Context: an optimization exercise on an open-source flow, tuned for small area, a short achievable clock period and few clock cycles. The choices shown serve that exercise and are no tape-out recipe. Function was checked by simulation only, so behaviour that the tests miss may differ from the original.

==> module mm_sys_top, before the edit <==
module mm_sys_top (
  input  wire                          arm_clk,
  input  wire                          rst,
  input  wire                          job_valid,
  input  wire [3:0]                    job_m,
  input  wire [3:0]                    job_n,
  input  wire [3:0]                    job_p,
  input  wire                          data_valid,
  input  wire [31:0]                   data_word,
  output logic                         result_valid,
  output logic [31:0]                  result_data,
  output logic                         busy,
  output logic                         done
);
  localparam logic [1:0] PH_F = 2'd0;   
  localparam logic [1:0] PH_W = 2'd1;   
  localparam logic [1:0] PH_O = 2'd2;   
  localparam logic [1:0] PH_E = 2'd3;   
  logic [1:0] phase;
  logic [2:0] mm1, nm1, pm1;   
  logic [2:0] k;
  logic       g;
  logic [7:0] fi, fj;          
  logic       op_last;         
  logic       v1, last1;
  logic       wload;           
  logic [7:0][7:0][7:0] fr;   
  logic [7:0][7:0][7:0] wc;   
  wire accept  = job_valid & ~busy;
  wire f_two   = mm1[2];    
  wire w_two   = pm1[2];    
  wire in_f    = busy & (phase == PH_F);
  wire ld_f    = in_f & data_valid;
  wire ld_w    = busy & wload & data_valid;
  wire f_end   = (g == f_two) & (k == nm1);
  wire w_end   = (g == w_two) & (k == nm1);
  wire w_start = ld_w & (k == nm1) & ~g;
  wire stall   = wload & fj[4];
  wire issue   = busy & (phase == PH_O) & ~stall;
  wire advance = issue | w_start;   
  wire wrap_j  = |(fj & (8'b1 << pm1));
  always_ff @(posedge arm_clk or posedge rst) begin
    if (rst) begin
      busy         <= 1'b0;
      done         <= 1'b0;
      phase        <= PH_F;
      wload        <= 1'b0;
      v1           <= 1'b0;
      last1        <= 1'b0;
      result_valid <= 1'b0;
    end else begin
      v1           <= issue;
      last1        <= issue & op_last;
      result_valid <= v1;
      done         <= last1;
      if (accept) begin
        busy  <= 1'b1;
        phase <= PH_F;
      end else if (last1) begin
        busy <= 1'b0;
      end
      if (ld_f && f_end) begin
        phase <= PH_W;
        wload <= 1'b1;
      end
      if (ld_w && w_end) wload <= 1'b0;
      if (w_start) phase <= PH_O;
      if (issue && op_last) phase <= PH_E;
    end
  end
  always_ff @(posedge arm_clk) begin
    if (accept) begin
      mm1 <= job_m[2:0] - 3'd1;
      nm1 <= job_n[2:0] - 3'd1;
      pm1 <= job_p[2:0] - 3'd1;
      k   <= 3'd0;
      g   <= 1'b0;
      fi  <= 8'd1;
      fj  <= 8'd1;
    end
    if (ld_f || ld_w) begin
      if (g == (ld_f ? f_two : w_two)) begin
        g <= 1'b0;
        k <= (k == nm1) ? 3'd0 : k + 3'd1;
      end else begin
        g <= 1'b1;
      end
    end
    if (advance) begin
      op_last <= |(fi & (8'b1 << mm1)) & wrap_j;
      fj      <= wrap_j ? 8'd1 : {fj[6:0], 1'b0};
      if (wrap_j) fi <= {fi[6:0], 1'b0};
    end
  end
  always_ff @(posedge arm_clk) begin
    for (int l = 0; l < 4; l++) begin
      for (int h = 0; h < 2; h++) begin
        if (ld_f && g == h[0]) begin
          fr[4*h+l][0] <= data_word[8*l +: 8];
          for (int q = 1; q < 8; q++) fr[4*h+l][q] <= fr[4*h+l][q-1];
        end
        if (ld_w && g == h[0]) begin
          wc[4*h+l][0] <= data_word[8*l +: 8];
          for (int q = 1; q < 8; q++) wc[4*h+l][q] <= wc[4*h+l][q-1];
        end
      end
    end
  end
  logic [7:0][7:0] frow_r, wcol_r;
  logic [7:0][7:0] frow, wcol;
  logic [7:0]      kmask;
  for (genvar q = 0; q < 8; q++) begin : g_mask
    assign kmask[q] = (q <= nm1);   
  end
  always_comb begin
    frow = '0;
    wcol = '0;
    for (int r = 0; r < 8; r++) begin
      frow = frow | (fr[r] & {64{fi[r]}});
      wcol = wcol | (wc[r] & {64{fj[r]}});
    end
  end
  always_ff @(posedge arm_clk) begin
    for (int q = 0; q < 8; q++) frow_r[q] <= frow[q] & {8{kmask[q]}};
    if (issue)          wcol_r <= wcol;
    else if (ld_w && !g) wcol_r <= {wcol_r[6:0], data_word[7:0]};
  end
  logic [18:0] sum;
  mm_engine u_dot (.clk(arm_clk), .f(frow_r), .w(wcol_r), .res(sum));
  always_ff @(posedge arm_clk) result_data <= {{13{sum[18]}}, sum};
endmodule
==> flow/config.mk <==
export PLATFORM = sky130hd
export DESIGN_NAME = mm_sys_top
export DESIGN_NICKNAME = mm_sys_top
export VERILOG_FILES = /design/flow/design.v
export SDC_FILE = /design/flow/constraint.sdc
export NUM_CORES = 4
export LEC_CHECK = 0
export ABC_CLOCK_PERIOD_IN_PS = 3000
export CAP_MARGIN = 20
export CELL_PAD_IN_SITES_DETAIL_PLACEMENT = 1
export CORE_MARGIN = 2
export CORE_UTILIZATION = 30
export CTS_CLUSTER_DIAMETER = 150
export CTS_CLUSTER_SIZE = 20
export PLACE_DENSITY = 0.4
export SLEW_MARGIN = 20
export SYNTH_MEMORY_MAX_BITS = 16384
export SETUP_SLACK_MARGIN = 6.3
==> flow/constraint.sdc <==
create_clock -name core_clock -period 10.0 [get_ports {arm_clk}]
set_input_delay 2.0000 -clock core_clock [delete_from_list [all_inputs] [get_ports {arm_clk}]]
set_output_delay 2.0000 -clock core_clock [all_outputs]
set_load 0.01 [all_outputs]
standard.sh (not shown) runs the stock make flow with config.mk's settings and CLKGATE_MAP_FILE= SYNTH_SCRIPT=/design/flow/synth_recipe.tcl, a recipe that flattens the netlist after the stock synthesis.
==> flow/flow/run.sh <==
#!/bin/bash
set -e
echo "export SETUP_SLACK_MARGIN = 6.3" >> config.mk
bash standard.sh > standard.log 2>&1
The starting point produced a clean layout.
Testbench counts at the start, summed over its fixed seeds: cycles 5,136.
Edit:
--- a/flow/design.v
+++ b/flow/design.v
@@ -3203,6 +3203,7 @@
   logic [2:0] k;
   logic       g;
   logic [7:0] fi, fj;          
+  logic       ov;              
   logic       op_last;         
   logic       v1, last1;
   logic       wload;           
@@ -3217,22 +3218,24 @@
   wire f_end   = (g == f_two) & (k == nm1);
   wire w_end   = (g == w_two) & (k == nm1);
   wire w_start = ld_w & (k == nm1) & ~g;
-  wire stall   = wload & fj[4];
-  wire issue   = busy & (phase == PH_O) & ~stall;
-  wire advance = issue | w_start;   
+  wire fetch   = busy & (phase == PH_O) & ~(wload & fj[4]);
+  wire advance = fetch | w_start;   
   wire wrap_j  = |(fj & (8'b1 << pm1));
+  wire last_f  = |(fi & (8'b1 << mm1)) & wrap_j;   
   always_ff @(posedge arm_clk or posedge rst) begin
     if (rst) begin
       busy         <= 1'b0;
       done         <= 1'b0;
       phase        <= PH_F;
       wload        <= 1'b0;
+      ov           <= 1'b0;
       v1           <= 1'b0;
       last1        <= 1'b0;
       result_valid <= 1'b0;
     end else begin
-      v1           <= issue;
-      last1        <= issue & op_last;
+      ov           <= advance;
+      v1           <= ov;
+      last1        <= ov & op_last;
       result_valid <= v1;
       done         <= last1;
       if (accept) begin
@@ -3247,7 +3250,7 @@
       end
       if (ld_w && w_end) wload <= 1'b0;
       if (w_start) phase <= PH_O;
-      if (issue && op_last) phase <= PH_E;
+      if (advance && last_f) phase <= PH_E;
     end
   end
   always_ff @(posedge arm_clk) begin
@@ -3269,7 +3272,7 @@
       end
     end
     if (advance) begin
-      op_last <= |(fi & (8'b1 << mm1)) & wrap_j;
+      op_last <= last_f;
       fj      <= wrap_j ? 8'd1 : {fj[6:0], 1'b0};
       if (wrap_j) fi <= {fi[6:0], 1'b0};
     end
@@ -3304,8 +3307,8 @@
   end
   always_ff @(posedge arm_clk) begin
     for (int q = 0; q < 8; q++) frow_r[q] <= frow[q] & {8{kmask[q]}};
-    if (issue)          wcol_r <= wcol;
-    else if (ld_w && !g) wcol_r <= {wcol_r[6:0], data_word[7:0]};
+    if (ld_w && !g) wcol_r <= {wc[0][6:0], data_word[7:0]};
+    else            wcol_r <= wcol;
   end
   logic [18:0] sum;
   mm_engine u_dot (.clk(arm_clk), .f(frow_r), .w(wcol_r), .res(sum));
Result:
- fmax fell by about 2.3%
- count of clock-buffer cells in the layout rose by 15
- synthesized cell count fell by about 0.4%
- cell area fell by 2.6%
- hold slack gains 0.011 ns
- flip-flop and latch count rose by 1
Testbench counts after the change, summed over its fixed seeds: cycles 5,136.

==> port drivers added, routing unchanged <==
No port has a modelled driver above. Below, the same layouts with a new extraction and two added sets of constraints.
Step 1 (the two cells are an assumption about what drives the block):
set clk [get_ports {arm_clk}]
set_driving_cell -lib_cell sky130_fd_sc_hd__clkbuf_16 $clk
set_driving_cell -lib_cell sky130_fd_sc_hd__buf_2 [delete_from_list [all_inputs] $clk]
Step 2 adds t to the input delays and takes it off the output delays; t is the mean of the earliest and latest rising clock arrival at the registers after step 1. Input paths then give back, and output paths get back, about the clock's delay inside the block.
Three values: ideal ports, drivers, drivers and shift; two values: the first two.
| run | t, ns | slack for setup (ns) | hold WS [ns] |
|---|---|---|---|
| the first run | 0.790 | 6.353 / 6.313 / 5.669 | 0.371 / 0.371 / 0.371 |
| the second run | 0.786 | 6.267 / 6.267 / 5.617 | 0.381 / 0.381 / 0.381 |
After both steps every run listed still meets setup and hold. For the first run, which loses most, drivers alone change the setup slack by -0.040 ns; drivers and shift together by -0.684 ns.
